This is an optimization exercise on Yosys and OpenROAD, whose aim is small area and a short achievable clock period, not a production implementation.
Where RTL was checked, it was by simulation tests only, not by an equivalence proof against the original.
For runs 6 and 7, only the layout was checked, not whether the RTL still works.
No activity file was given, so power comes from the tool's default toggle rates.

==> flow/design.v <==
package video_pkg;
   typedef enum logic [1:0] {
      mode_view,
      mode_source,
      mode_copy,
      mode_result
   } mode_t;
   typedef logic [7:0] pixel_t;
   typedef logic [$clog2(16 * 8)-1:0] vaddr_t;
   typedef logic [$clog2(64)-1:0] hcount_t;
   typedef logic [$clog2(30)-1:0] vcount_t;
endpackage
`timescale 1ns/1ps
module video_frame_top
(
   input  logic   clk,
   input  logic   arst_n,
   input  video_pkg::mode_t  mode,
   input  logic   cam_valid,
   input  logic   cam_frame_start,
   input  video_pkg::pixel_t cam_pixel,
   input  logic   copy_start,
   output logic   copy_done,
   output video_pkg::pixel_t vid_pixel,
   output logic   vid_hsync,
   output logic   vid_vsync,
   output logic   vid_blank
);
   logic [5:0] hcount;
   logic [4:0] vcount;
   logic       hblank, vblank, hsync, vsync, blank;
   logic       hwin, vwin;
   logic       next_hblank, next_vblank, next_hwin, next_vwin;
   logic       hreset, vreset;
   assign hreset = (hcount == 6'(64 - 1));
   assign vreset = hreset && (vcount == 5'(30 - 1));
   assign next_hblank = hreset ? 1'b0 : ((hcount == 6'(48 - 1)) ? 1'b1 : hblank);
   assign next_vblank = vreset ? 1'b0 :
                        ((hreset && vcount == 5'(24 - 1)) ? 1'b1 : vblank);
   assign next_hwin   = (hcount == 6'(8 - 1)) ? 1'b1 :
                        ((hcount == 6'(8 + 16 - 1)) ? 1'b0 : hwin);
   assign next_vwin   = (hreset && vcount == 5'(4 - 1)) ? 1'b1 :
                        ((hreset && vcount == 5'(4 + 8 - 1)) ? 1'b0 : vwin);
   video_pkg::mode_t mode_q;
   logic sel_data, sel_fill;
   always_ff @(posedge clk or negedge arst_n) begin
      if (!arst_n) begin
         hcount   <= '0;
         vcount   <= '0;
         hblank   <= 1'b0;
         vblank   <= 1'b0;
         hwin     <= 1'b0;
         vwin     <= 1'b0;
         hsync    <= 1'b1;
         vsync    <= 1'b1;
         blank    <= 1'b1;
         sel_data <= 1'b0;
         sel_fill <= 1'b0;
         mode_q   <= video_pkg::mode_view;
      end else begin
         hcount <= hreset ? '0 : hcount + 1'b1;
         if (hreset) begin
            vcount <= vreset ? '0 : vcount + 1'b1;
         end
         hblank <= next_hblank;
         vblank <= next_vblank;
         hwin   <= next_hwin;
         vwin   <= next_vwin;
         hsync  <= (hcount == 6'(52 - 1)) ? 1'b0 :
                   ((hcount == 6'(58 - 1)) ? 1'b1 : hsync);
         vsync  <= (hreset && vcount == 5'(26 - 1)) ? 1'b0 :
                   ((hreset && vcount == 5'(28 - 1)) ? 1'b1 : vsync);
         blank  <= next_vblank | next_hblank;
         sel_data <= next_hwin && next_vwin && mode_q[0];
         sel_fill <= !(next_vblank || next_hblank) && !(next_hwin && next_vwin);
         mode_q   <= mode;
      end
   end
   logic       cv_q, cfs_q;
   logic [7:0] cpix_q;
   logic [6:0] wr_ptr;
   logic [6:0] this_addr;
   logic       wv_q;
   logic [6:0] wa_q;
   logic [7:0] wd_q;
   logic [3:0] wslot_idx;
   logic [7:0] wdat, wdat_n;
   logic [2:0] wtag, wtag_n;
   logic       wr0;       
   logic       wrw;       
   logic [15:0] wslot;
   logic [7:0] rd_q;
   logic       active;
   assign this_addr = cfs_q ? '0 : wr_ptr;
   always_ff @(posedge clk or negedge arst_n) begin
      if (!arst_n) begin
         cv_q   <= 1'b0;
         cfs_q  <= 1'b0;
         wr_ptr <= '0;
         wv_q   <= 1'b0;
         wr0    <= 1'b0;
         wrw    <= 1'b0;
      end else begin
         cv_q  <= cam_valid;
         cfs_q <= cam_frame_start;
         if (cv_q) begin
            wr_ptr <= this_addr + 1'b1;
         end else if (cfs_q) begin
            wr_ptr <= '0;
         end
         wv_q <= cv_q && (mode_q == video_pkg::mode_view);
         wr0  <= wv_q && (wa_q[6:4] == 3'd0);
         wrw  <= wv_q && (wa_q[6:4] != 3'd0);
      end
   end
   always_ff @(posedge clk) begin
      cpix_q <= cam_pixel;
      wa_q   <= this_addr;
      wslot_idx <= this_addr[3:0] - hcount[3:0] - 4'd12;
      wd_q   <= cpix_q;
      wdat   <= active ? rd_q : wd_q;
      wdat_n <= active ? ~rd_q : ~wd_q;
      wtag   <= wa_q[6:4];
      wtag_n <= ~wa_q[6:4];
      for (int s = 0; s < 16; s++) begin
         wslot[s] <= (wslot_idx == 4'(s));
      end
   end
   logic       cs_q;
   logic [8:0] cnt;
   logic [2:0] crow;
   logic [5:0] ck;
   logic       ld;     
   logic       last;
   logic [7:0] cdata;
   logic [3:0] bsel;
   logic [7:0] we1;
   assign crow = cnt[8:6];
   assign ck   = cnt[5:0];
   assign last = active && (cnt == {3'd7, 6'd58});
   always_ff @(posedge clk or negedge arst_n) begin
      if (!arst_n) begin
         cs_q      <= 1'b0;
         active    <= 1'b0;
         cnt       <= '0;
         copy_done <= 1'b0;
      end else begin
         cs_q <= copy_start;
         if (active) begin
            cnt <= cnt + 1'b1;
            if (last) active <= 1'b0;
         end else if (cs_q) begin
            active <= 1'b1;
            cnt    <= '0;
         end
         copy_done <= last;
      end
   end
   always_ff @(posedge clk or negedge arst_n) begin
      if (!arst_n) begin
         ld  <= 1'b0;
         we1 <= '0;
      end else begin
         ld <= active && (ck >= 6'd25) && (ck <= 6'd40);
         for (int r = 0; r < 8; r++) begin
            we1[r] <= active && (ck >= 6'd42) && (ck <= 6'd57) && (crow == 3'(r));
         end
      end
   end
   logic [7:0] wh_d [16];
   logic [2:0] wh_t [16];
   logic [15:0] wh_v;
   logic [15:0] wh_in;
   always_comb begin
      for (int j = 0; j < 16; j++) begin
         wh_in[j] = (wrw && wslot[j]) || (j == 15 && ld);
      end
   end
   always_ff @(posedge clk or negedge arst_n) begin
      if (!arst_n) begin
         wh_v <= '0;
      end else begin
         for (int j = 0; j < 15; j++) begin
            wh_v[j] <= (wrw && wslot[j]) || wh_v[j+1];
         end
         wh_v[15] <= wrw && wslot[15];
      end
   end
   always_ff @(posedge clk) begin
      for (int j = 0; j < 16; j++) begin
         if (wh_in[j]) begin
            wh_d[j] <= (j % 2 == 1) ? ~wdat : ~wdat_n;
            wh_t[j] <= (j % 2 == 1) ? ~wtag : ~wtag_n;
         end else begin
            wh_d[j] <= ~wh_d[(j + 1) % 16];
            wh_t[j] <= ~wh_t[(j + 1) % 16];
         end
      end
      bsel  <= 4'd12 - {hcount[2:0], 1'b0};
      cdata <= wh_d[bsel];
   end
   logic [7:0] b0 [8][16];
   logic [7:0] b1 [8][16];
   always_ff @(posedge clk) begin
      for (int j = 0; j < 16; j++) begin
         if (wr0 && wslot[j]) begin
            b0[0][j] <= (j % 2 == 1) ? ~wdat : ~wdat_n;
         end else begin
            b0[0][j] <= ~b0[0][(j + 1) % 16];
         end
      end
      for (int r = 1; r < 8; r++) begin
         for (int j = 0; j < 15; j++) begin
            b0[r][j] <= b0[r][j+1];
         end
         b0[r][15] <= (wh_v[0] && wh_t[0] == 3'(r)) ? wh_d[0] : b0[r][0];
      end
      for (int r = 0; r < 8; r++) begin
         for (int j = 0; j < 15; j++) begin
            b1[r][j] <= b1[r][j+1];
         end
         b1[r][15] <= we1[r] ? cdata : b1[r][0];
      end
   end
   logic [2:0] rsel;
   logic       bsel1;
   always_ff @(posedge clk) begin
      rsel  <= active ? crow : (vcount[2:0] ^ 3'd4);
      bsel1 <= !active && (mode_q == video_pkg::mode_result);
      rd_q  <= bsel1 ? b1[rsel][0] : b0[rsel][0];
   end
   logic vid_hsync_n, vid_vsync_n, vid_blank_n;
   assign vid_hsync = ~vid_hsync_n;
   assign vid_vsync = ~vid_vsync_n;
   assign vid_blank = ~vid_blank_n;
   always_ff @(posedge clk or negedge arst_n) begin
      if (!arst_n) begin
         vid_pixel   <= '0;
         vid_hsync_n <= 1'b0;
         vid_vsync_n <= 1'b0;
         vid_blank_n <= 1'b0;
      end else begin
         vid_hsync_n <= ~hsync;
         vid_vsync_n <= ~vsync;
         vid_blank_n <= ~blank;
         vid_pixel <= sel_data ? rd_q : {sel_fill, 7'd0};
      end
   end
endmodule
==> flow/run.sh <==
#!/bin/bash
# synth_recipe.tcl (not shown) runs the flow's synth.tcl, then flattens the netlist and writes it again
# the make line also repeats each setting of config.mk as NAME=value (left out here)
make -C /OpenROAD-flow-scripts/flow DESIGN_CONFIG=/design/flow/config.mk WORK_HOME=/design/flow/orfs CLKGATE_MAP_FILE= SYNTH_SCRIPT=/design/flow/synth_recipe.tcl finish
==> flow/config.mk <==
export PLATFORM = sky130hd
export DESIGN_NAME = video_frame_top
export DESIGN_NICKNAME = video_frame_top
export VERILOG_FILES = /design/flow/design.v
export SDC_FILE = /design/flow/constraint.sdc
export NUM_CORES = 4
export LEC_CHECK = 0
export CAP_MARGIN = 20
export CORE_MARGIN = 2
export CORE_UTILIZATION = 40
export CTS_CLUSTER_DIAMETER = 60
export CTS_CLUSTER_SIZE = 24
export SETUP_SLACK_MARGIN = 2.0
export SLEW_MARGIN = 20
==> flow/constraint.sdc <==
create_clock -name core_clock -period 3.5 [get_ports {clk}]
set_input_delay 0.7000 -clock core_clock [delete_from_list [all_inputs] [get_ports {clk}]]
set_output_delay 0.7000 -clock core_clock [all_outputs]
set_load 0.01 [all_outputs]
==> results.toml, run 1 <==
[run_status]
status = "complete, no violations"

[sta]
worst_slack_ns = 1.46
rsz0062_at_grt = "yes"
clock.fmax_ghz = 0.490
finalHoldViolCount = 0
maxSlewViolCount = 0
finalCriticalPeriod_ns = 2.04
fin_setup_tns_ns = 0
finalSetupViolCount = 0
finalCritPeriodShare = 0.583
skew_ns = 0.0372
slew_headroom = 0.317
whs_ns = 0.299
worstMarginPinSlew_ns = 1.02

[critical_path]
startpoint_type = "register"
crit_path_max_incr_delay_ns = 0.46
crit_path_cell_trace = "buf_6"
critPathBufInv = 1
path_class = "register to output pin"
cp_top_family = "flip-flops"
critPathArrivalTime_ns = 1.34
end_kind = "output pin"
crit_slowest_cell = "dfrtp_2"
critPathRequiredTime_ns = 2.80
path_max_fanout = 1

[route]
wl_per_cell_um = 17.2
dr_wl_met2_um = 39900
drc_errors = 0
vias = 23418
drtIter0Drc = 1192
firstDrtPassIters = 5
wl_um = 93800
via_per_inst = 4.28
met3_length_um = 3520
dr.max_layer_used = "met4"
ant_nets = 0
wl_met1_um = 47500

[cts]
cts_tree = "built"
cts_inserted_buffers = 119
clockRootBuffer = "clkbuf_16"
htreeDepth = 3
clkTransAtPathRegs_ns = 0.09
clockBufferDepth = 3
clk_latency_ns = 0.76
cts_num_sinks = 2390

[die]
core_area_um2 = 140000
fp-row-count = 137
dieWidth_um = 380
die_h_um = 380
dieArea_um2 = 144000
initial_core_util = 0.404
num_io_pins = 27

[global_routing]
grt-ovfl-total = 0
antenna_found_initial = 4
grt_max_degree = 61
track_usage = 0.129
grt_pass1_vias = 22424
grt_pass1_wl_um = 140000

[logic_synthesis]
postSynthAreaPerCell_um2 = 16.5
ys_async_sr_fraction = 0.0343
synthesis.area_um2 = 56500
synth_cells = 3422
synth_edf_count = 0
syn-num-nets = 3451
ys_seq_area_frac = 0.854
yosysWarnings = 5
ys_seq_elements = 2390
synth_top_area_frac = 0.818
synthTopCellsByArea = "dfxtp_1 82%, mux2i_1 5.5%, dfrtp_1 3.5%"
yosys.area.top_type = "dfxtp_1"
ys.flop_type = "dfxtp_1"
synth.distinct_cells = 64

[final_layout]
fin_nets = 3575
syn_to_final_growth_pct = 12.4
drive_above_1_share = 0.146

[placement]
io_buffers = 26
gp_congestion = 0.787
hpwl_um = 59900
dp_slack_ns = 1.17

[flow_run]
cap_violations = 0

[power_and_ir_drop]
ir_drop_mv = 0.565
powerDensity_nw_per_um2 = 717
leakage_nw = 27.6

[worst_hold_path]
hp-class = "register to register"
[layer usage]
| layer | vias up | global-route usage |
|---|---|---|
| met5 | - | 0 |
| met4 | 0 | 0.0420 |
| met3 | 185 | 0.0254 |
| met1 | 11502 | 0.189 |
| met2 | 355 | 0.192 |
| li1 | 11376 | - |
[sequential cells by signal, indices dropped and copies added, names as in the netlist, 4 cells and up]
register and flops:
vcount 5, wslot 16, cnt 9, we1 8, wdat 8, wh_v 16, wd_q 8, cpix_q 8
wdat_n 8, hcount 6, rd_q 8, b1 1024, b0 1024, cdata 8, wr_ptr 7, wh_t 48
vid_pixel 8, wslot_idx 4, wh_d 128
[cell type report]
cell class / count / area, um^2
Antenna cell: 4 / 10.0
Clock buffer: 132 / 3110
Clock inverter: 30 / 367
Fill cell: 12173 / 76400
Inverter: 49 / 191
Multi-Input combinational cell: 888 / 8210
Sequential cell: 2390 / 48300
Tap cell: 1876 / 2350
Timing Repair Buffer: 98 / 976
[report_power, final]
part           switching, mW  internal (mW)  total, mW
combinational          0.649          0.796       1.45
sequential              1.02           28.4       29.4
clock                   8.21           6.50       14.7
[what timing repair did]
| action | CTS | global route |
|---|---|---|
| setup buffers | 49 | 10 |
| pin swaps | 39 | 33 |
| resized for setup | 170 | 64 |
| hold buffers | 1 | 0 |
| setup endpoints to repair | 423 | 86 |
| hold endpoints to repair | 2 | 0 |
| cloned | 3 | 0 |
[per-stage QoR]
step           area [um^2]  total power, mW  utilization  instances
2_1_floorplan        56500             30.4            -       3422
3_3_place_gp         58800             31.1        0.420       5238
3_5_place_dp         58800             31.1        0.420       5238
4_1_cts              63200             45.9        0.451       5453
5_1_grt              63500             47.3        0.454       5463
6_report             63500             45.5        0.454       5467
[cell usage after synthesis, types with 7 or more instances]
| library cell | number |
|---|---|
| a22o_1 | 35 |
| ha_1 | 13 |
| nor2b_1 | 10 |
| mux2i_1 | 313 |
| nand3_1 | 8 |
| buf_6 | 8 |
| mux2_4 | 11 |
| nand4_1 | 8 |
| o21ai_0 | 33 |
| dfxtp_1 | 2308 |
| a221oi_1 | 21 |
| o32ai_1 | 8 |
| nand2_1 | 96 |
| inv_1 | 49 |
| mux2_2 | 123 |
| a211oi_1 | 15 |
| nor2_1 | 47 |
| and2_1 | 9 |
| nand2b_1 | 29 |
| nor3_1 | 16 |
| dfrtp_1 | 79 |
| a21oi_1 | 11 |
| buf_1 | 9 |
| clkbuf_1 | 45 |
| xor2_1 | 7 |
| buf_2 | 31 |
| xnor2_1 | 9 |
[final timing paths]
kind,start,end,slack (ns),cells past startpoint
min in group asynchronous,arst_n,wrw$_DFF_PN0_,0.46,2
max in group asynchronous,arst_n,vid_pixel[5]$_DFF_PN0_,2.22,3
min reg2reg,b1[1][2]$_DFF_P_,b1[0][2]$_DFF_P_,0.30,0
max,copy_done$_DFF_PN0_,copy_done,1.46,1
max reg2reg,cfs_q$_DFF_PN0_,wslot_idx[3]$_DFF_P_,1.67,7
min,b1[1][2]$_DFF_P_,b1[0][2]$_DFF_P_,0.30,0
[placed cells by master, fill, tap and decap left out, types with 10 or more instances in the layout]
cell and count:
mux2_2 121, a22o_1 35, dfrtp_2 12, dfxtp_1 2300, nand2b_1 27, o21ai_0 27
buf_4 47, clkbuf_16 120, nand2_1 68, mux2i_1 312, a21oi_1 10, mux2_4 15
a211oi_2 16, buf_6 18, nor3_1 10, nand2_2 12, a221oi_1 13, nand2_4 17
nor2_1 45, inv_1 41, dfrtp_1 65, clkdlybuf4s50_1 13
[logic make-up after synthesis]
| logic type | after synthesis | share of synthesized area |
|---|---|---|
| DFF | 2390 | 0.854 |
| muxes | 455 | 0.0857 |
| and+or+nand+nor | 251 | 0.0225 |
| AOI/OAI and AO/OA | 151 | 0.0202 |
| buffers and inverters | 145 | 0.0116 |
| xor gates and xnor gates | 16 | 0.00248 |
| adders and majority gates | 14 | 0.00323 |
==> run 2: changes to the inputs <==
--- a/flow/design.v
+++ b/flow/design.v
@@ -76,39 +76,34 @@
          mode_q   <= mode;
       end
    end
-   logic       cv_q, cfs_q;
    logic [7:0] cpix_q;
    logic [6:0] wr_ptr;
    logic [6:0] this_addr;
    logic       wv_q;
    logic [6:0] wa_q;
-   logic [7:0] wd_q;
    logic [3:0] wslot_idx;
    logic [7:0] wdat, wdat_n;
-   logic [2:0] wtag, wtag_n;
+   logic [2:0] wtag;
+   logic [3:0] wx;
    logic       wr0;       
    logic       wrw;       
    logic [15:0] wslot;
    logic [7:0] rd_q;
    logic       active;
-   assign this_addr = cfs_q ? '0 : wr_ptr;
-   always_ff @(posedge clk or negedge arst_n) begin
-      if (!arst_n) begin
-         cv_q   <= 1'b0;
-         cfs_q  <= 1'b0;
+   assign this_addr = cam_frame_start ? '0 : wr_ptr;
+   always_ff @(posedge clk or negedge arst_n) begin
+      if (!arst_n) begin
          wr_ptr <= '0;
          wv_q   <= 1'b0;
          wr0    <= 1'b0;
          wrw    <= 1'b0;
       end else begin
-         cv_q  <= cam_valid;
-         cfs_q <= cam_frame_start;
-         if (cv_q) begin
+         if (cam_valid) begin
             wr_ptr <= this_addr + 1'b1;
-         end else if (cfs_q) begin
+         end else if (cam_frame_start) begin
             wr_ptr <= '0;
          end
-         wv_q <= cv_q && (mode_q == video_pkg::mode_view);
+         wv_q <= cam_valid && (mode == video_pkg::mode_view);
          wr0  <= wv_q && (wa_q[6:4] == 3'd0);
          wrw  <= wv_q && (wa_q[6:4] != 3'd0);
       end
@@ -117,16 +112,14 @@
       cpix_q <= cam_pixel;
       wa_q   <= this_addr;
       wslot_idx <= this_addr[3:0] - hcount[3:0] - 4'd12;
-      wd_q   <= cpix_q;
-      wdat   <= active ? rd_q : wd_q;
-      wdat_n <= active ? ~rd_q : ~wd_q;
+      wdat   <= active ? rd_q : cpix_q;
+      wdat_n <= active ? ~rd_q : ~cpix_q;
       wtag   <= wa_q[6:4];
-      wtag_n <= ~wa_q[6:4];
+      wx     <= wa_q[3:0];
       for (int s = 0; s < 16; s++) begin
          wslot[s] <= (wslot_idx == 4'(s));
       end
    end
-   logic       cs_q;
    logic [8:0] cnt;
    logic [2:0] crow;
    logic [5:0] ck;
@@ -140,16 +133,14 @@
    assign last = active && (cnt == {3'd7, 6'd58});
    always_ff @(posedge clk or negedge arst_n) begin
       if (!arst_n) begin
-         cs_q      <= 1'b0;
          active    <= 1'b0;
          cnt       <= '0;
          copy_done <= 1'b0;
       end else begin
-         cs_q <= copy_start;
          if (active) begin
             cnt <= cnt + 1'b1;
             if (last) active <= 1'b0;
-         end else if (cs_q) begin
+         end else if (copy_start) begin
             active <= 1'b1;
             cnt    <= '0;
          end
@@ -168,14 +159,23 @@
       end
    end
    logic [7:0] wh_d [16];
-   logic [2:0] wh_t [16];
    logic [15:0] wh_v;
    logic [15:0] wh_in;
+   logic [3:0] xl, xl_n;
+   logic [2:0] rl, rl_n, rlm, rlm_n;
+   logic [3:0] xc_n;
+   logic [2:0] ctag_n;
+   logic [7:1] ctag;
    always_comb begin
       for (int j = 0; j < 16; j++) begin
          wh_in[j] = (wrw && wslot[j]) || (j == 15 && ld);
       end
    end
+   assign xl_n   = wrw ? wx : xl;
+   assign rl_n   = wrw ? wtag : rl;
+   assign rlm_n  = wrw ? wtag - 3'd1 : rlm;
+   assign xc_n   = hcount[3:0] + 4'd10;
+   assign ctag_n = (xc_n <= xl_n) ? rl_n : rlm_n;
    always_ff @(posedge clk or negedge arst_n) begin
       if (!arst_n) begin
          wh_v <= '0;
@@ -190,11 +190,15 @@
       for (int j = 0; j < 16; j++) begin
          if (wh_in[j]) begin
             wh_d[j] <= (j % 2 == 1) ? ~wdat : ~wdat_n;
-            wh_t[j] <= (j % 2 == 1) ? ~wtag : ~wtag_n;
          end else begin
             wh_d[j] <= ~wh_d[(j + 1) % 16];
-            wh_t[j] <= ~wh_t[(j + 1) % 16];
-         end
+         end
+      end
+      xl  <= xl_n;
+      rl  <= rl_n;
+      rlm <= rlm_n;
+      for (int r = 1; r < 8; r++) begin
+         ctag[r] <= (ctag_n == 3'(r));
       end
       bsel  <= 4'd12 - {hcount[2:0], 1'b0};
       cdata <= wh_d[bsel];
@@ -213,7 +217,7 @@
          for (int j = 0; j < 15; j++) begin
             b0[r][j] <= b0[r][j+1];
          end
-         b0[r][15] <= (wh_v[0] && wh_t[0] == 3'(r)) ? wh_d[0] : b0[r][0];
+         b0[r][15] <= (wh_v[0] && ctag[r]) ? wh_d[0] : b0[r][0];
       end
       for (int r = 0; r < 8; r++) begin
          for (int j = 0; j < 15; j++) begin
--- a/flow/config.mk
+++ b/flow/config.mk
@@ -8,7 +8,7 @@
 export CAP_MARGIN = 20
 export CORE_MARGIN = 2
 export CORE_UTILIZATION = 40
-export CTS_CLUSTER_DIAMETER = 60
-export CTS_CLUSTER_SIZE = 24
+export CTS_CLUSTER_DIAMETER = 80
+export CTS_CLUSTER_SIZE = 32
 export SETUP_SLACK_MARGIN = 2.0
 export SLEW_MARGIN = 20
==> results.toml, run 2 <==
[run_status]
status = "complete, no violations"

[sta]
whs_ns = 0.0594
slew_headroom = 0.321
worst_slack_ns = 1.49
finalHoldViolCount = 0
worstMarginPinSlew_ns = 1.02
finalCriticalPeriod_ns = 2.01
maxSlewViolCount = 0
skew_ns = 0.0341
clock.fmax_ghz = 0.496
finalSetupViolCount = 0
rsz0062_at_grt = "yes"
finalCritPeriodShare = 0.576
fin_setup_tns_ns = 0

[cts]
cts_inserted_buffers = 87
cts_num_sinks = 2353
clockBufferDepth = 3
cts_tree = "built"
clkTransAtPathRegs_ns = 0.12
clk_latency_ns = 0.70
cts_hold_buf = 0
htreeDepth = 3
clockRootBuffer = "clkbuf_16"

[critical_path]
startpoint_type = "register"
crit_slowest_cell = "dfrtp_1"
path_max_fanout = 1
timing.rr.start = "wrw$_DFF_PN0_"
cp_top_family = "flip-flops"
crit_path_cell_trace = "buf_2"
critPathArrivalTime_ns = 1.31
critPathRequiredTime_ns = 2.80
path_class = "register to output pin"
timing.rr.end = "ctag[4]$_DFF_P_"
critPathBufInv = 1
end_kind = "output pin"
rr_worst_depth = 7
crit_path_max_incr_delay_ns = 0.45
r2r_slack_ns = 1.60

[route]
wl_per_cell_um = 16.8
drc_errors = 0
wl_um = 89900
via_per_inst = 4.31
firstDrtPassIters = 5
drtIter0Drc = 1259
vias = 23067
ant_nets = 0

[logic_synthesis]
synth_edf_count = 0
ys_seq_elements = 2353
yosys.area.top_type = "dfxtp_1"
synth_cells = 3385
ys_seq_area_frac = 0.855
postSynthAreaPerCell_um2 = 16.4
syn-num-nets = 3421
yosysWarnings = 4
ys.flop_type = "dfxtp_1"
synth_top_area_frac = 0.819
synthTopCellsByArea = "dfxtp_1 82%, mux2i_1 4.9%, dfrtp_1 3.4%"
ys_async_sr_fraction = 0.0336
synth.distinct_cells = 64
synth_common_cells = "2274 x dfxtp_1, 273 x mux2i_1, 132 x mux2_2, 90 x nand2_1, 76 x dfrtp_1"
yosysMostFrequentCell = "dfxtp_1"
synthesis.area_um2 = 55600

[final_layout]
drive_above_1_share = 0.137
fill_cells = 11947
fin_util = 0.449
final_cell_mix = "2268 x dfxtp_1, 270 x mux2i_1, 130 x mux2_2"
fin_nets = 3555
final_common_cell = "dfxtp_1"
biggestRegsByFlops = "b0 (1024), b1 (1024), wh_d (128)"
syn_to_final_growth_pct = 11.3

[power_and_ir_drop]
p_sw_frac = 0.229
switchingPower_mw = 11.1
p_comb_frac = 0.064
clock_power_share = 0.255
leakage_nw = 26.4
powerDensity_nw_per_um2 = 786
p_int_mw = 37.5
power.share.sequential = 0.680
ir_drop_mv = 0.400

[placement]
io_buffers = 26
hpwl_um = 58600
dp_slack_ns = 0.830
gp_congestion = 0.807

[global_routing]
grt_pass1_wl_um = 134000
grt_max_degree = 49
antenna_found_initial = 7
grt-ovfl-total = 0
grt_pass1_vias = 22329
track_usage = 0.126

[die]
core_area_um2 = 138000
dieWidth_um = 377
num_io_pins = 27
initial_core_util = 0.404
dieArea_um2 = 142000
fp-row-count = 136
die_h_um = 377

[worst_hold_path]
hp-class = "input port to async pin"

[flow_run]
cap_violations = 0
[run 2: changes by cell type in the layout (fill, tap and decap cells not counted), moves of 12 or more]
cell,change
clkbuf_16,-30
dfxtp_1,-32
mux2i_1,-42
nand3_1,+12
nand2_4,-16
inv_1,+20
a21oi_1,+13
[run 2: power by group through the flow]
stage	clock [mW]	sequential [mW]	combinational (mW)
6_report	12.4	33.1	3.12
4_1_cts	12.8	33.2	2.78
2_1_floorplan	0	32.3	2.03
5_1_grt	13.8	33.5	3.35
3_3_place_gp	0	33.7	1.90
3_5_place_dp	0	33.8	1.95
[run 2: worst max-delay path by stage]
stage / startpoint / end / cells past startpoint
final: copy_done$_DFF_PN0_ / copy_done / 1
after global routing: copy_done$_DFF_PN0_ / copy_done / 1
after CTS: copy_done$_DFF_PN0_ / copy_done / 1
after detailed placement: cam_frame_start / wslot_idx[3]$_DFF_P_ / 7
after global placement: cam_frame_start / wslot_idx[3]$_DFF_P_ / 7
after floorplan: wrw$_DFF_PN0_ / ctag[1]$_DFF_P_ / 9
[run 2: layer usage]
layer / share of wire / wire (um) / vias up / global-route usage
met2: 0.43 / 38500 / 332 / 0.190
met4: 0.028 / 2480 / 0 / 0.0368
li1: - / - / 11275 / -
met5: 0 / 0 / - / 0
met1: 0.51 / 45700 / 11315 / 0.183
met3: 0.036 / 3220 / 145 / 0.0219
[run 2: what timing repair did]
| item | CTS | global route |
|---|---|---|
| setup endpoints to repair | 333 | 141 |
| gates resized for setup | 156 | 77 |
| buffers inserted | 64 | 20 |
| pin swaps | 32 | 23 |
| cloned | 5 | 0 |
[run 2: final cells by class]
cell class / instances / area, um^2 / area share
diodes: 2 / 5.00 / 0.0000809
well taps: 1794 / 2240 / 0.0363
repair buffers: 120 / 1220 / 0.0198
multi-input cells: 890 / 8050 / 0.130
clock inverters: 16 / 228 / 0.00368
clock buffers: 104 / 2310 / 0.0374
flip-flops and latches: 2353 / 47500 / 0.769
inverters: 67 / 259 / 0.00419
[run 2: cells by family (layout without fill, tap and decap cells)]
logic type / Yosys count / count (layout) / synth area share
buffers and inverters: 144 / 307 / 0.0115
flip-flops: 2353 / 2353 / 0.855
AO/OA/AOI/OAI: 170 / 170 / 0.0227
adder cells (fa/ha/maj): 21 / 21 / 0.00486
AND/OR/NAND/NOR: 262 / 264 / 0.0244
multiplexers: 417 / 417 / 0.0790
XOR/XNOR: 18 / 18 / 0.00284
other: 0 / 2 / 0
[run 2: stage by stage]
stage	cell area (um^2)	instances	total power [mW]
after CTS	61400	5324	48.8
final	61900	5346	48.6
after global routing	61900	5344	50.6
after global placement	57800	5135	35.6
after floorplan	55700	3385	34.3
after detailed placement	57800	5135	35.8
==> run 3: changes to the inputs <==
--- a/flow/config.mk
+++ b/flow/config.mk
@@ -7,8 +7,9 @@
 export LEC_CHECK = 0
 export CAP_MARGIN = 20
 export CORE_MARGIN = 2
-export CORE_UTILIZATION = 40
+export CORE_UTILIZATION = 65
 export CTS_CLUSTER_DIAMETER = 80
 export CTS_CLUSTER_SIZE = 32
+export PLACE_DENSITY = 0.75
 export SETUP_SLACK_MARGIN = 2.0
 export SLEW_MARGIN = 20
==> results.toml, run 3 <==
[run_status]
status = "complete, no violations"

[sta]
fin_setup_tns_ns = 0
slew_headroom = 0.362
maxSlewViolCount = 0
worst_slack_ns = 1.52
finalHoldViolCount = 0
finalSetupViolCount = 0
finalCriticalPeriod_ns = 1.98
clock.fmax_ghz = 0.505
rsz0062_at_grt = "yes"
finalCritPeriodShare = 0.565
worstMarginPinSlew_ns = 0.955
skew_ns = 0.0265
whs_ns = 0.0415

[route]
vias = 23547
wl_per_cell_um = 20.9
ant_nets = 0
wl_um = 97700
firstDrtPassIters = 6
drtIter0Drc = 1432
via_per_inst = 5.04
drc_errors = 0

[worst_hold_path]
hp-class = "input port to async pin"

[global_routing]
antenna_found_initial = 2
grt_max_degree = 48
grt-ovfl-total = 0
grt_pass1_vias = 24018
grt_pass1_wl_um = 145000
track_usage = 0.223

[logic_synthesis]
syn-num-nets = 3421
synth.distinct_cells = 64
postSynthAreaPerCell_um2 = 16.4
ys_seq_area_frac = 0.855
synth_cells = 3385
yosysWarnings = 4
ys_async_sr_fraction = 0.0336
synth_common_cells = "2274 x dfxtp_1, 273 x mux2i_1, 132 x mux2_2, 90 x nand2_1, 76 x dfrtp_1"
synthesis.area_um2 = 55600
ys.flop_type = "dfxtp_1"
synth_edf_count = 0
synthTopCellsByArea = "dfxtp_1 82%, mux2i_1 4.9%, dfrtp_1 3.4%"
yosysMostFrequentCell = "dfxtp_1"
ys_seq_elements = 2353
synth_top_area_frac = 0.819
yosys.area.top_type = "dfxtp_1"

[critical_path]
cp_top_family = "flip-flops"
r2r_slack_ns = 1.55
startpoint_type = "register"
rr_worst_depth = 7
crit_slowest_cell = "dfrtp_1"
critPathBufInv = 1
timing.rr.start = "wrw$_DFF_PN0_"
path_class = "register to output pin"
critPathRequiredTime_ns = 2.80
path_max_fanout = 1
critPathArrivalTime_ns = 1.28
timing.rr.end = "ctag[3]$_DFF_P_"
crit_path_max_incr_delay_ns = 0.45
end_kind = "output pin"
crit_path_cell_trace = "buf_6"

[placement]
post-place-cells = 4486
dp_slack_ns = 0.788
hpwl_um = 60500
gp_congestion = 0.886
io_buffers = 26

[power_and_ir_drop]
power.share.sequential = 0.688
p_comb_frac = 0.061
leakage_nw = 26.4
p_int_mw = 37.1
switchingPower_mw = 11.2
p_sw_frac = 0.233
clock_power_share = 0.250
ir_drop_mv = 0.631
powerDensity_nw_per_um2 = 793

[cts]
clockBufferDepth = 3
cts_hold_buf = 0
clockRootBuffer = "clkbuf_16"
htreeDepth = 3
clkTransAtPathRegs_ns = 0.12
cts_inserted_buffers = 84
cts_tree = "built"
cts_num_sinks = 2353
clk_latency_ns = 0.69

[final_layout]
biggestRegsByFlops = "b0 (1024), b1 (1024), wh_d (128)"
drive_above_1_share = 0.140
fin_nets = 3541
final_common_cell = "dfxtp_1"
final_cell_mix = "2268 x dfxtp_1, 264 x mux2i_1, 129 x mux2_2"
fin_cells = 4671
syn_to_final_growth_pct = 9.71

[flow_run]
cap_violations = 0

[die]
die_h_um = 296
num_io_pins = 27
initial_core_util = 0.654
dieWidth_um = 296
dieArea_um2 = 87900
fp-row-count = 107
core_area_um2 = 85000
run 3: cell counts after synthesis:
No cell type changed its count.
run 3: area by class of cell:
class	count	area (um^2)
sequential	2353	47500
fill	5071	24000
multi-input combinational	889	8270
clock buffer	100	2250
tap	1144	1430
timing repair buffer	110	1120
inverter	67	267
clock inverter	7	95.1
antenna	1	2.50
run 3: stage by stage:
stage | area [um^2] | total power, mW | util
finish | 61000 | 48.3 | 0.717
global route | 61000 | 50.0 | 0.717
CTS | 60400 | 48.4 | 0.710
detailed placement | 57000 | 35.9 | 0.671
global placement | 57000 | 35.6 | 0.671
floorplan | 55700 | 34.3 | -
run 3: power by group through the flow:
stage          combinational [mW]  sequential [mW]  clock (mW)
3_5_place_dp                 2.04             33.8           0
5_1_grt                      3.18             33.7        13.2
4_1_cts                      2.74             33.3        12.3
6_report                     2.96             33.3        12.1
3_3_place_gp                 1.93             33.6           0
2_1_floorplan                2.03             32.3           0
run 3: logic make-up after synthesis:
kind of cell / synth area share
DFF: 0.855
buffers and inverters: 0.0115
AOI/OAI and AO/OA: 0.0227
and+or+nand+nor: 0.0244
muxes: 0.0790
xor gates and xnor gates: 0.00284
adders and majority gates: 0.00486
run 3: metal layers:
| metal | vias up | GRT usage | routed length (um) |
|---|---|---|---|
| met5 | - | 0 | 0 |
| met2 | 456 | 0.367 | 45900 |
| met1 | 11712 | 0.310 | 45000 |
| met4 | 0 | 0.0706 | 3260 |
| li1 | 11200 | - | - |
| met3 | 179 | 0.0303 | 3550 |
run 3: what timing repair did:
action,CTS,global route
endpoints found under the setup margin,366,114
buffers inserted,51,23
resized for setup,192,80
cloned,2,1
pin swaps,46,33
run 3: worst max-delay path by stage:
stage	cells after the start	from	slack (ns)	to
global route	2	vid_vsync_n$_DFF_PN0_	1.46	vid_vsync
CTS	1	vid_pixel[1]$_DFF_PN0_	1.48	vid_pixel[1]
detailed placement	7	cam_frame_start	0.79	wslot_idx[3]$_DFF_P_
finish	1	vid_pixel[1]$_DFF_PN0_	1.52	vid_pixel[1]
floorplan	9	wrw$_DFF_PN0_	1.44	ctag[1]$_DFF_P_
global placement	7	cam_frame_start	0.87	wslot_idx[3]$_DFF_P_
==> run 4: changes to the inputs <==
--- a/flow/config.mk
+++ b/flow/config.mk
@@ -11,5 +11,5 @@
 export CTS_CLUSTER_DIAMETER = 80
 export CTS_CLUSTER_SIZE = 32
 export PLACE_DENSITY = 0.75
-export SETUP_SLACK_MARGIN = 2.0
+export SETUP_SLACK_MARGIN = 1.0
 export SLEW_MARGIN = 20
==> results.toml, run 4 <==
[run_status]
status = "complete, no violations"

[global_routing]
grt-ovfl-total = 0
grt_pass1_vias = 22881
grt_max_degree = 80
antenna_found_initial = 2
track_usage = 0.204
grt_pass1_wl_um = 135000

[logic_synthesis]
postSynthAreaPerCell_um2 = 16.4
ys_seq_elements = 2353
yosysMostFrequentCell = "dfxtp_1"
synth_top_area_frac = 0.819
synth_cells = 3385
ys.flop_type = "dfxtp_1"
synth.distinct_cells = 64
yosysWarnings = 4
synthesis.area_um2 = 55600
syn-num-nets = 3421
yosys.area.top_type = "dfxtp_1"
synthTopCellsByArea = "dfxtp_1 82%, mux2i_1 4.9%, dfrtp_1 3.4%"
synth_edf_count = 0
ys_async_sr_fraction = 0.0336
ys_seq_area_frac = 0.855
synth_common_cells = "2274 x dfxtp_1, 273 x mux2i_1, 132 x mux2_2, 90 x nand2_1, 76 x dfrtp_1"

[final_layout]
biggestRegsByFlops = "b0 (1024), b1 (1024), wh_d (128)"
syn_to_final_growth_pct = 6.70
final_common_cell = "dfxtp_1"
fin_nets = 3467
fill_cells = 5343
stdcell_area_um2 = 59300
drive_above_1_share = 0.0762
final_cell_mix = "2273 x dfxtp_1, 273 x mux2i_1, 132 x mux2_2"

[critical_path]
critPathRequiredTime_ns = 2.80
r2r_slack_ns = 1.21
startpoint_type = "register"
rr_worst_depth = 4
end_kind = "output pin"
timing.rr.start = "rsel[1]$_DFF_P_"
critPathArrivalTime_ns = 1.66
timing.rr.end = "rd_q[4]$_DFF_P_"
path_class = "register to output pin"
path_max_fanout = 1

[sta]
finalSetupViolCount = 0
finalCritPeriodShare = 0.673
whs_ns = 0.303
clock.fmax_ghz = 0.424
slew_headroom = 0.328
maxSlewViolCount = 0
skew_ns = 0.0396
fin_setup_tns_ns = 0
finalCriticalPeriod_ns = 2.36
rsz0062_at_grt = "no"
worstMarginPinSlew_ns = 1.01
finalHoldViolCount = 0

[die]
dieWidth_um = 296
die_h_um = 296
fp-row-count = 107
initial_core_util = 0.654
core_area_um2 = 85000
dieArea_um2 = 87900
num_io_pins = 27

[route]
ant_nets = 0
firstDrtPassIters = 5
vias = 22633
wl_um = 88700
drtIter0Drc = 1235
drc_errors = 0
via_per_inst = 4.92
wl_per_cell_um = 19.3

[cts]
clockBufferDepth = 3
cts_num_sinks = 2353
clkTransAtPathRegs_ns = 0.11
htreeDepth = 3
cts_tree = "built"
clk_latency_ns = 0.70
cts_inserted_buffers = 83
clockRootBuffer = "clkbuf_16"

[worst_hold_path]
hold_depth = 0
hp-class = "register to register"
min_from = "b1[46][7]$_DFF_P_"
worstHoldEndpoint = "b1[45][7]$_DFF_P_"

[power_and_ir_drop]
ir_drop_mv = 0.707
powerDensity_nw_per_um2 = 796
leakage_nw = 25.6

[placement]
placed_cell_area_um2 = 57000
hpwl_um = 57100
gp_congestion = 0.856
io_buffers = 26

[flow_run]
cap_violations = 0
==> run 4: cell counts after synthesis <==
Identical to the previous run, type by type.
==> run 4: worst max path at each step <==
stage	from	to	slack (ns)
global route	vid_blank_n$_DFF_PN0_	vid_blank	1.07
finish	vid_vsync_n$_DFF_PN0_	vid_vsync	1.14
global placement	cam_frame_start	wslot_idx[3]$_DFF_P_	0.79
CTS	rsel[0]$_DFF_P_	rd_q[1]$_DFF_P_	1.03
floorplan	wrw$_DFF_PN0_	ctag[1]$_DFF_P_	1.24
detailed placement	cam_frame_start	wslot_idx[3]$_DFF_P_	0.69
==> run 4: final cells by class <==
| type | instances | area [um^2] | area share |
|---|---|---|---|
| multi-input cells | 888 | 7440 | 0.125 |
| clock inverters | 9 | 170 | 0.00287 |
| well taps | 1144 | 1430 | 0.0241 |
| clock buffers | 97 | 2130 | 0.0359 |
| flip-flops and latches | 2353 | 47500 | 0.801 |
| diodes | 2 | 5.00 | 0.0000844 |
| repair buffers | 38 | 375 | 0.00633 |
| inverters | 67 | 251 | 0.00424 |
==> run 4: repair_timing <==
item | CTS | global route
hold endpoints to repair | 5 | 0
gates resized for setup | 0 | 1
setup endpoints to repair | 0 | 5
buffers inserted | 0 | 3
hold buffers | 1 | 0
==> run 4: power breakdown <==
group          leakage, nW  switching (mW)  internal, mW
logic                 5.03            1.08          1.02
clock network         1.11            7.39          4.47
registers             19.5            2.37          30.9
total                 25.6            10.8          36.4
==> run 4: critical path: stages (launching register included) <==
cell	delay, ns
dfrtp_1	0.39
inv_1	0.05
clkdlybuf4s50_1	0.52
==> run 4: kinds of logic after synthesis <==
logic type,synth area share
XOR/XNOR,0.00284
AO/OA/AOI/OAI,0.0227
multiplexers,0.0790
flip-flops,0.855
AND/OR/NAND/NOR,0.0244
buffers and inverters,0.0115
adder cells (fa/ha/maj),0.00486
==> run 4: metal layers <==
metal	wire length, um	global-route usage	vias up
met5	0	0	-
met4	2500	0.0606	0
met3	2500	0.0267	142
met2	40900	0.331	343
met1	42800	0.291	11100
li1	-	-	11048
==> run 4: stage by stage <==
stage	util	setup slack [ns]	power, mW	cells
6_report	0.698	1.14	47.2	4598
5_1_grt	0.698	1.07	48.9	4596
4_1_cts	0.697	1.03	47.4	4593
3_5_place_dp	0.670	0.685	35.8	4486
3_3_place_gp	0.670	0.790	35.5	4486
2_1_floorplan	-	1.24	34.2	3385
==> run 5: changes to the inputs <==
--- a/flow/config.mk
+++ b/flow/config.mk
@@ -11,5 +11,5 @@
 export CTS_CLUSTER_DIAMETER = 80
 export CTS_CLUSTER_SIZE = 32
 export PLACE_DENSITY = 0.75
-export SETUP_SLACK_MARGIN = 1.0
+export SETUP_SLACK_MARGIN = 1.6
 export SLEW_MARGIN = 20
==> results.toml, run 5 <==
[final_layout]
final_cell_mix = "2268 x dfxtp_1, 270 x mux2i_1, 132 x mux2_2"
fill_cells = 5301
final_common_cell = "dfxtp_1"
syn_to_final_growth_pct = 7.33
biggestRegsByFlops = "b0 (1024), b1 (1024), wh_d (128)"
fin_nets = 3487
fin_cells = 4619
drive_above_1_share = 0.0947

[logic_synthesis]
syn-num-nets = 3421
ys_async_sr_fraction = 0.0336
yosysMostFrequentCell = "dfxtp_1"
ys.flop_type = "dfxtp_1"
yosysWarnings = 4
synthesis.area_um2 = 55600
synth_edf_count = 0
ys_seq_elements = 2353
postSynthAreaPerCell_um2 = 16.4
synth_cells = 3385
yosys.area.top_type = "dfxtp_1"
synth_common_cells = "2274 x dfxtp_1, 273 x mux2i_1, 132 x mux2_2, 90 x nand2_1, 76 x dfrtp_1"
synth_top_area_frac = 0.819
synth.distinct_cells = 64
ys_seq_area_frac = 0.855
synthTopCellsByArea = "dfxtp_1 82%, mux2i_1 4.9%, dfrtp_1 3.4%"

[cts]
clockRootBuffer = "clkbuf_16"
clockBufferDepth = 3
cts_num_sinks = 2353
clk_latency_ns = 0.70
htreeDepth = 3
cts_tree = "built"
cts_inserted_buffers = 83
clkTransAtPathRegs_ns = 0.12

[power_and_ir_drop]
p_comb_frac = 0.049
power.share.sequential = 0.701
p_int_mw = 36.5
switchingPower_mw = 11.0
p_sw_frac = 0.232
ir_drop_mv = 0.464
clock_power_share = 0.251
powerDensity_nw_per_um2 = 796
leakage_nw = 25.8

[critical_path]
rr_worst_depth = 7
startpoint_type = "register"
crit_path_cell_trace = "buf_6, mux2i_2, ha_1, a21o_1, o21ai_4, buf_12, mux2i_1"
path_max_fanout = 7
crit_slowest_cell = "dfrtp_4"
critPathRequiredTime_ns = 4.12
crit_path_max_incr_delay_ns = 0.53
path_class = "register to register"
end_kind = "register"
critPathArrivalTime_ns = 2.58

[sta]
worstMarginPinSlew_ns = 1.01
finalCritPeriodShare = 0.560
fin_setup_tns_ns = 0
skew_ns = 0.0479
worst_slack_ns = 1.54
clock.fmax_ghz = 0.510
finalSetupViolCount = 0
slew_headroom = 0.324
finalHoldViolCount = 0
maxSlewViolCount = 0
finalCriticalPeriod_ns = 1.96
rsz0062_at_grt = "yes"

[global_routing]
grt_pass1_wl_um = 139000
grt_pass1_vias = 23302
track_usage = 0.210
antenna_found_initial = 0
grt_max_degree = 80
grt-ovfl-total = 0

[route]
wl_per_cell_um = 19.6
firstDrtPassIters = 5
wl_um = 90600
ant_nets = 0
via_per_inst = 4.97
drc_errors = 0
vias = 22958
drtIter0Drc = 1260

[placement]
io_buffers = 26
gp_congestion = 0.870
post-place-cells = 4485
hpwl_um = 56500
dp_slack_ns = 0.773

[worst_hold_path]
hp-class = "register to register"
hold_depth = 0

[run_status]
status = "complete, no violations"

[die]
die_h_um = 296
initial_core_util = 0.654
dieArea_um2 = 87900
fp-row-count = 107
core_area_um2 = 85000
dieWidth_um = 296
num_io_pins = 27

[flow_run]
cap_violations = 0
==> run 5: layout make-up <==
cell class	count	area (um^2)	area share
flip-flops and latches	2353	47500	0.797
well taps	1144	1430	0.0240
clock buffers	98	2130	0.0358
clock inverters	9	184	0.00308
diodes	2	5.00	0.0000839
repair buffers	57	538	0.00902
multi-input cells	889	7590	0.127
inverters	67	251	0.00422
==> run 5: through the flow <==
step	hold slack (ns)	total power [mW]	utilization	area, um^2
after CTS	0.313	47.8	0.700	59500
after floorplan	0.310	34.2	-	55600
after global placement	0.310	35.5	0.670	57000
after detailed placement	0.312	35.9	0.670	57000
after global routing	0.315	49.2	0.702	59700
final	0.314	47.5	0.702	59700
==> run 5: per-layer routing <==
layer,track usage,wire [um],vias to the layer above
met1,0.296,42800,11277
met2,0.339,42000,415
met5,0,0,-
met3,0.0290,2990,178
met4,0.0669,2790,0
li1,-,-,11088
==> run 5: power by group through the flow <==
| stage | combinational, mW | clock [mW] | sequential (mW) |
|---|---|---|---|
| after floorplan | 2.00 | 0 | 32.2 |
| after global placement | 1.94 | 0 | 33.6 |
| after detailed placement | 2.06 | 0 | 33.8 |
| after CTS | 2.28 | 12.2 | 33.3 |
| after global routing | 2.50 | 13.0 | 33.7 |
| final | 2.31 | 11.9 | 33.3 |
==> run 5: critical path: cells and delay by family, from the launching register on <==
kind                       cells  cell delay [ns]
buffers and inverters          2             0.28
adders and majority gates      1             0.29
AOI/OAI and AO/OA              2             0.38
muxes                          2             0.41
DFF                            1             0.53
==> run 5: worst paths after layout <==
path                                  startpoint                  end  slack, ns
worst max-delay path               wrw$_DFF_PN0_      ctag[7]$_DFF_P_       1.54
max in group asynchronous                 arst_n     active$_DFF_PN0_       2.52
worst min register to register  b1[9][4]$_DFF_P_     b1[8][4]$_DFF_P_       0.31
worst max register to register     wrw$_DFF_PN0_      ctag[7]$_DFF_P_       1.54
min in group asynchronous                 arst_n  wr_ptr[5]$_DFF_PN0_       0.55
worst min-delay path            b1[9][4]$_DFF_P_     b1[8][4]$_DFF_P_       0.31
==> run 5: timing repair <==
action	CTS	global route
pin swaps	2	5
endpoints found under the hold margin	6	0
hold buffers	1	0
setup buffers	16	7
gates cloned	0	1
resized for setup	79	18
setup endpoints to repair	188	30
==> run 5: cells by family after synthesis <==
group / Yosys count / synth area share
and+or+nand+nor: 262 / 0.0244
DFF: 2353 / 0.855
adders and majority gates: 21 / 0.00486
muxes: 417 / 0.0790
buffers and inverters: 144 / 0.0115
xor gates and xnor gates: 18 / 0.00284
AOI/OAI and AO/OA: 170 / 0.0227
==> run 6: changes to the inputs <==
--- a/flow/design.v
+++ b/flow/design.v
@@ -76,11 +76,8 @@
          mode_q   <= mode;
       end
    end
-   logic [7:0] cpix_q;
    logic [6:0] wr_ptr;
    logic [6:0] this_addr;
-   logic       wv_q;
-   logic [6:0] wa_q;
    logic [3:0] wslot_idx;
    logic [7:0] wdat, wdat_n;
    logic [2:0] wtag;
@@ -90,11 +87,13 @@
    logic [15:0] wslot;
    logic [7:0] rd_q;
    logic       active;
+   logic       cam_store;
    assign this_addr = cam_frame_start ? '0 : wr_ptr;
+   assign cam_store = cam_valid && (mode == video_pkg::mode_view);
+   assign wslot_idx = this_addr[3:0] - hcount[3:0] - 4'd11;
    always_ff @(posedge clk or negedge arst_n) begin
       if (!arst_n) begin
          wr_ptr <= '0;
-         wv_q   <= 1'b0;
          wr0    <= 1'b0;
          wrw    <= 1'b0;
       end else begin
@@ -103,19 +102,15 @@
          end else if (cam_frame_start) begin
             wr_ptr <= '0;
          end
-         wv_q <= cam_valid && (mode == video_pkg::mode_view);
-         wr0  <= wv_q && (wa_q[6:4] == 3'd0);
-         wrw  <= wv_q && (wa_q[6:4] != 3'd0);
-      end
-   end
-   always_ff @(posedge clk) begin
-      cpix_q <= cam_pixel;
-      wa_q   <= this_addr;
-      wslot_idx <= this_addr[3:0] - hcount[3:0] - 4'd12;
-      wdat   <= active ? rd_q : cpix_q;
-      wdat_n <= active ? ~rd_q : ~cpix_q;
-      wtag   <= wa_q[6:4];
-      wx     <= wa_q[3:0];
+         wr0 <= cam_store && (this_addr[6:4] == 3'd0);
+         wrw <= cam_store && (this_addr[6:4] != 3'd0);
+      end
+   end
+   always_ff @(posedge clk) begin
+      wdat   <= active ? rd_q : cam_pixel;
+      wdat_n <= active ? ~rd_q : ~cam_pixel;
+      wtag   <= this_addr[6:4];
+      wx     <= this_addr[3:0];
       for (int s = 0; s < 16; s++) begin
          wslot[s] <= (wslot_idx == 4'(s));
       end
@@ -127,6 +122,7 @@
    logic       last;
    logic [7:0] cdata;
    logic [3:0] bsel;
+   logic       wwin;   
    logic [7:0] we1;
    assign crow = cnt[8:6];
    assign ck   = cnt[5:0];
@@ -147,15 +143,18 @@
          copy_done <= last;
       end
    end
-   always_ff @(posedge clk or negedge arst_n) begin
-      if (!arst_n) begin
-         ld  <= 1'b0;
-         we1 <= '0;
+   always_comb begin
+      for (int r = 0; r < 8; r++) begin
+         we1[r] = wwin && (crow == 3'(r));
+      end
+   end
+   always_ff @(posedge clk or negedge arst_n) begin
+      if (!arst_n) begin
+         ld   <= 1'b0;
+         wwin <= 1'b0;
       end else begin
          ld <= active && (ck >= 6'd25) && (ck <= 6'd40);
-         for (int r = 0; r < 8; r++) begin
-            we1[r] <= active && (ck >= 6'd42) && (ck <= 6'd57) && (crow == 3'(r));
-         end
+         wwin <= active && (ck >= 6'd42) && (ck <= 6'd57);
       end
    end
    logic [7:0] wh_d [16];
--- a/flow/config.mk
+++ b/flow/config.mk
@@ -11,5 +11,5 @@
 export CTS_CLUSTER_DIAMETER = 80
 export CTS_CLUSTER_SIZE = 32
 export PLACE_DENSITY = 0.75
-export SETUP_SLACK_MARGIN = 1.6
+export SETUP_SLACK_MARGIN = 1.8
 export SLEW_MARGIN = 20
==> results.toml, run 6 <==
[cts]
clockBufferDepth = 3
clk_latency_ns = 0.70
clkTransAtPathRegs_ns = 0.12
cts_inserted_buffers = 82
cts_num_sinks = 2326
htreeDepth = 3
clockRootBuffer = "clkbuf_16"
cts_tree = "built"

[critical_path]
startpoint_type = "register"
crit_path_cell_trace = "nand2b_4, ha_4, inv_2, ha_4, inv_2, fa_2, xor2_2, xnor2_2, xnor2_2, nand2_2, nor3_2"
critPathRequiredTime_ns = 4.12
path_class = "register to register"
crit_slowest_cell = "dfrtp_1"
critPathArrivalTime_ns = 2.93
crit_path_max_incr_delay_ns = 0.43
path_max_fanout = 4
end_kind = "register"

[sta]
clock.fmax_ghz = 0.434
fin_setup_tns_ns = 0
finalHoldViolCount = 0
worstMarginPinSlew_ns = 1.01
rsz0062_at_grt = "yes"
maxSlewViolCount = 0
whs_ns = 0.123
finalSetupViolCount = 0
skew_ns = 0.0306
slew_headroom = 0.328
finalCriticalPeriod_ns = 2.31
finalCritPeriodShare = 0.659

[die]
initial_core_util = 0.656
die_h_um = 294
dieArea_um2 = 86700
fp-row-count = 106
core_area_um2 = 83600
dieWidth_um = 294
num_io_pins = 27

[logic_synthesis]
synth.area.mux_share = 0.0841
synth-xor-area-share = 0.00272
ys_seq_area_frac = 0.856
postSynthAreaPerCell_um2 = 16.5
synth_cells = 3313
yosys.area.top_type = "dfxtp_1"
synthesis.area_um2 = 54800
synth_top_family_by_area = "multiplexers"
yosys.area_share.simple = 0.0226
yosysWarnings = 4
ys.flop_type = "dfxtp_1"
synth_common_cells = "2255 x dfxtp_1, 266 x mux2i_1, 153 x mux2_2, 72 x nand2_1, 68 x dfrtp_1"
synth_edf_count = 0
synthAdderAreaFrac = 0.00493
synth_top_area_frac = 0.824
synth.distinct_cells = 62
yosysMostFrequentCell = "dfxtp_1"
ys_async_sr_fraction = 0.0305
synth_compound_area_frac = 0.0205
syn-num-nets = 3349
ys_seq_elements = 2326
synthTopCellsByArea = "dfxtp_1 82%, mux2i_1 4.9%, mux2_2 3.1%"

[placement]
gp_congestion = 0.831
placed_cell_area_um2 = 56300
hpwl_um = 55200
io_buffers = 26

[final_layout]
stdcell_area_um2 = 59800
biggestRegsByFlops = "b0 (1024), b1 (1024), wh_d (128)"
fill_cells = 4993
final_common_cell = "dfxtp_1"
syn_to_final_growth_pct = 9.06
drive_above_1_share = 0.133
final_cell_mix = "2251 x dfxtp_1, 263 x mux2i_1, 148 x mux2_2"
fin_nets = 3453

[global_routing]
antenna_found_initial = 4
grt_pass1_vias = 23295
track_usage = 0.214
grt_max_degree = 72
grt-ovfl-total = 0
grt_pass1_wl_um = 139000

[route]
via_per_inst = 5.05
vias = 22821
drtIter0Drc = 1470
drc_errors = 0
ant_nets = 0
wl_um = 92700
wl_per_cell_um = 20.5
firstDrtPassIters = 5

[worst_hold_path]
hp-class = "input port to async pin"

[power_and_ir_drop]
p_comb_frac = 0.057
powerDensity_nw_per_um2 = 746
clock_power_share = 0.263
leakage_nw = 25.9
ir_drop_mv = 0.711
power.share.sequential = 0.680
p_sw_frac = 0.231
p_int_mw = 34.3
switchingPower_mw = 10.3

[run_status]
status = "complete, no violations"

[flow_run]
cap_violations = 0
run 6: cell count changes in the layout (fill, tap and decap cells not counted), moves of 16 or more:
cell and delta:
inv_1 -29, a22o_1 -23, nand2_1 -21, a221oi_1 -20, dfxtp_1 -17, a21oi_1 -16
mux2_2 +16
run 6: kinds of logic after synthesis:
logic type               Yosys count
AND/OR/NAND/NOR                  246
flip-flops                      2326
adder cells (fa/ha/maj)           21
AO/OA/AOI/OAI                    162
XOR/XNOR                          17
buffers and inverters            112
multiplexers                     429
run 6: final cells by class:
type	count	area [um^2]	area share
Multi-Input combinational cell	876	8010	0.134
Sequential cell	2326	47000	0.785
Tap cell	1080	1350	0.0226
Timing Repair Buffer	88	1060	0.0178
Clock inverter	8	135	0.00226
Antenna cell	1	2.50	0.0000419
Inverter	43	161	0.00270
Clock buffer	94	2110	0.0352
run 6: what timing repair did:
item | CTS | global route
hold endpoints to repair | 0 | 0
pin swaps | 21 | 31
resized for setup | 136 | 66
endpoints found under the setup margin | 174 | 73
buffers inserted | 29 | 18
hold buffers | 0 | 0
cloned | 4 | 3
run 6: worst paths after layout:
check,slack [ns],startpoint,endpoint,depth (start not counted)
max in group asynchronous,2.57,arst_n,active$_DFF_PN0_,1
worst max register to register,1.19,wr_ptr[1]$_DFF_PN0_,wslot[0]$_DFF_P_,11
min in group core_clock,0.31,b1[51][0]$_DFF_P_,b1[50][0]$_DFF_P_,0
worst min register to register,0.31,b1[51][0]$_DFF_P_,b1[50][0]$_DFF_P_,0
worst min-delay path,0.12,arst_n,wh_v[0]$_DFF_PN0_,1
worst max-delay path,1.19,wr_ptr[1]$_DFF_PN0_,wslot[0]$_DFF_P_,11
run 6: per-stage QoR:
step | power [mW] | util | setup slack [ns] | std cells
floorplan | 31.4 | - | 0.991 | 3313
global placement | 32.5 | 0.673 | 0.209 | 4359
detailed placement | 32.7 | 0.673 | 0.0335 | 4359
CTS | 44.4 | 0.709 | 1.24 | 4494
global route | 46.0 | 0.715 | 1.11 | 4515
finish | 44.6 | 0.715 | 1.19 | 4516
run 6: worst max-delay path, delay by kind of cell (launching register included):
family | cells | cell delay (ns)
xor gates and xnor gates | 3 | 0.61
adders and majority gates | 3 | 0.67
buffers and inverters | 2 | 0.09
DFF | 1 | 0.43
and+or+nand+nor | 3 | 0.42
run 6: power by group through the flow:
stage	clock network [mW]	registers (mW)	logic, mW
4_1_cts	11.9	30.3	2.18
2_1_floorplan	0	29.7	1.64
5_1_grt	12.7	30.5	2.71
6_report	11.7	30.3	2.54
3_3_place_gp	0	30.7	1.71
3_5_place_dp	0	30.9	1.80
run 6: layer usage:
| layer | share of wire | vias to the layer above | track usage |
|---|---|---|---|
| met5 | 0.00026 | - | 0 |
| met2 | 0.46 | 443 | 0.341 |
| met4 | 0.027 | 4 | 0.0586 |
| li1 | - | 10936 | - |
| met1 | 0.48 | 11254 | 0.309 |
| met3 | 0.038 | 184 | 0.0299 |
==> run 7: changes to the inputs <==
--- a/flow/config.mk
+++ b/flow/config.mk
@@ -11,5 +11,5 @@
 export CTS_CLUSTER_DIAMETER = 80
 export CTS_CLUSTER_SIZE = 32
 export PLACE_DENSITY = 0.75
-export SETUP_SLACK_MARGIN = 1.8
+export SETUP_SLACK_MARGIN = 1.6
 export SLEW_MARGIN = 20
==> results.toml, run 7 <==
[logic_synthesis]
synth_common_cells = "2255 x dfxtp_1, 266 x mux2i_1, 153 x mux2_2, 72 x nand2_1, 68 x dfrtp_1"
ys_async_sr_fraction = 0.0305
synth.distinct_cells = 62
postSynthAreaPerCell_um2 = 16.5
syn-num-nets = 3349
yosys.area.top_type = "dfxtp_1"
ys_seq_elements = 2326
ys_seq_area_frac = 0.856
synthesis.area_um2 = 54800
yosysWarnings = 4
synth_cells = 3313
synth_top_area_frac = 0.824
yosysMostFrequentCell = "dfxtp_1"
ys.flop_type = "dfxtp_1"
synthTopCellsByArea = "dfxtp_1 82%, mux2i_1 4.9%, mux2_2 3.1%"
synth_edf_count = 0

[sta]
finalCriticalPeriod_ns = 2.28
finalHoldViolCount = 0
maxSlewViolCount = 0
finalCritPeriodShare = 0.651
worstMarginPinSlew_ns = 0.896
finalSetupViolCount = 0
clock.fmax_ghz = 0.439
whs_ns = 0.0672
skew_ns = 0.0438
rsz0062_at_grt = "yes"
fin_setup_tns_ns = 0
worst_slack_ns = 1.22
slew_headroom = 0.402

[final_layout]
biggestRegsByFlops = "b0 (1024), b1 (1024), wh_d (128)"
fin_nets = 3427
final_cell_mix = "2249 x dfxtp_1, 266 x mux2i_1, 153 x mux2_2"
syn_to_final_growth_pct = 7.75
drive_above_1_share = 0.114
fin_util = 0.707
final_common_cell = "dfxtp_1"

[critical_path]
crit_slowest_cell = "dfrtp_2"
crit_path_cell_trace = "ha_4, inv_4, ha_4, inv_2, fa_2, xor2_2, xnor2_2, xnor2_2, nand2b_4, nor3_2"
critPathBufInv = 2
path_max_fanout = 4
crit_path_max_incr_delay_ns = 0.46
critPathRequiredTime_ns = 4.10
path_class = "register to register"
critPathArrivalTime_ns = 2.88
startpoint_type = "register"
cp_top_family = "adder cells"
end_kind = "register"

[cts]
clkTransAtPathRegs_ns = 0.11
cts_hold_buf = 0
cts_tree = "built"
clockRootBuffer = "clkbuf_16"
cts_inserted_buffers = 83
cts_num_sinks = 2326
htreeDepth = 3
clockBufferDepth = 3
clk_latency_ns = 0.70

[die]
die_h_um = 294
fp-row-count = 106
num_io_pins = 27
dieArea_um2 = 86700
dieWidth_um = 294
core_area_um2 = 83600
initial_core_util = 0.656

[power_and_ir_drop]
p_sw_frac = 0.231
p_int_mw = 34.0
clock_power_share = 0.269
finalPower_mw = 44.2
leakage_nw = 25.6
switchingPower_mw = 10.2
power.share.sequential = 0.685
p_comb_frac = 0.046
ir_drop_mv = 0.641
powerDensity_nw_per_um2 = 749

[route]
ant_nets = 0
wl_um = 90100
wl_per_cell_um = 20.1
drc_errors = 0
firstDrtPassIters = 5
vias = 22737
drtIter0Drc = 1309
via_per_inst = 5.06

[placement]
hpwl_um = 55000
io_buffers = 26
gp_congestion = 0.845
dp_slack_ns = 0.0227

[global_routing]
grt_pass1_wl_um = 138000
antenna_found_initial = 3
track_usage = 0.210
grt-ovfl-total = 0
grt_max_degree = 61
grt_pass1_vias = 23471

[worst_hold_path]
hp-class = "input port to async pin"

[run_status]
status = "complete, no violations"

[flow_run]
cap_violations = 0
==> run 7: cell counts after synthesis <==
Identical to the previous run, type by type.
==> run 7: cells by family (layout without fill, tap and decap cells) <==
group,count (synthesis),after routing,share of synthesized area
fa+ha+maj,21,21,0.00493
simple gates,246,246,0.0226
mux,429,429,0.0841
compound gates,162,162,0.0205
other cells,0,2,0
flops,2326,2326,0.856
buf+inv,112,208,0.00908
xor+xnor,17,17,0.00272
==> run 7: worst paths after layout <==
kind                                startpoint                  to  slack (ns)  depth (start not counted)
max                        hcount[1]$_DFF_PN0_   wslot[12]$_DFF_P_        1.22                         10
min                                     arst_n   wh_v[1]$_DFF_PN0_        0.07                          1
max reg2reg                hcount[1]$_DFF_PN0_   wslot[12]$_DFF_P_        1.22                         10
min reg2reg                  b0[95][1]$_DFF_P_   b0[94][1]$_DFF_P_        0.31                          0
max in group asynchronous               arst_n  wh_v[10]$_DFF_PN0_        2.64                          2
min in group core_clock      b0[95][1]$_DFF_P_   b0[94][1]$_DFF_P_        0.31                          0
==> run 7: layer usage <==
| metal | global-route usage | wire [um] |
|---|---|---|
| met1 | 0.301 | 43100 |
| met3 | 0.0292 | 2830 |
| met2 | 0.336 | 41600 |
| met4 | 0.0626 | 2640 |
| met5 | 0 | 0 |
==> run 7: area by class of cell <==
type | instances | area (um^2)
antenna | 2 | 5.00
tap | 1080 | 1350
timing repair buffer | 62 | 602
fill | 5131 | 24500
sequential | 2326 | 47000
inverter | 43 | 164
multi-input combinational | 875 | 7680
clock inverter | 11 | 195
clock buffer | 92 | 2110
==> run 7: repair_timing <==
action	CTS	global route
endpoints found under the setup margin	120	66
setup buffers	18	5
cloned	0	2
pin swaps	7	8
gates resized for setup	87	40
==> run 7: worst register-to-register path: cells and delay by family (launching register included) <==
kind                       cells  cell delay (ns)
buffers and inverters          2             0.08
xor gates and xnor gates       3             0.63
DFF                            1             0.46
adders and majority gates      3             0.72
and+or+nand+nor                2             0.29
==> run 7: power groups by stage <==
stage	clock (mW)	combinational [mW]	sequential, mW
after global placement	0	1.69	30.8
after detailed placement	0	1.78	30.9
after global routing	13.0	2.21	30.5
final	11.9	2.04	30.3
after floorplan	0	1.64	29.7
after CTS	12.1	1.97	30.3
==> run 7: through the flow <==
stage / cells / cell area [um^2]
floorplan: 3313 / 54900
finish: 4491 / 59100
detailed placement: 4361 / 56200
global route: 4489 / 59100
global placement: 4361 / 56200
CTS: 4482 / 58800

## separate check: timing with driven ports
Ports are ideal in the flow. The routed layouts listed here were re-timed in OpenROAD. Step 1, drivers: a clkbuf_16 drives clk and a buf_2 each remaining input, both assumed. Step 2 times the ports against the registers' clock, not the clock port: input delays grow and output delays shrink by t, the midpoint of the rising clock arrivals with the driver on. a / b / c = ideal ports / drivers / drivers and shift; a / b = the first two.
run | t, ns | slack for setup (ns) | worst setup path after step 2 | slew at the worst register clock pin (ns) | cell pins on the clock port's net
run 1 | 0.816 | 1.460 / 1.390 / 1.461 | input, reset recovery | 0.09 / 0.09 | 1
run 2 | 0.742 | 1.486 / 1.416 / 1.182 | input to register | 0.12 / 0.12 | 1
run 3 | 0.741 | 1.522 / 1.458 / 1.368 | input to register | 0.12 / 0.12 | 1
run 4 | 0.742 | 1.143 / 1.080 / 0.669 | input to register | 0.12 / 0.12 | 1
run 5 | 0.746 | 1.539 / 1.490 / 1.108 | input to register | 0.12 / 0.12 | 1
run 6 | 0.748 | 1.195 / 1.195 / 0.507 | input to register | 0.12 / 0.12 | 1
run 7 | 0.750 | 1.220 / 1.220 / 0.528 | input to register | 0.12 / 0.12 | 1
After both steps every run listed still meets setup and hold. The setup slack of run 7, which loses most, moves by 0.000 ns with the drivers and by -0.692 ns with both steps. Setup slack includes reset recovery checks.
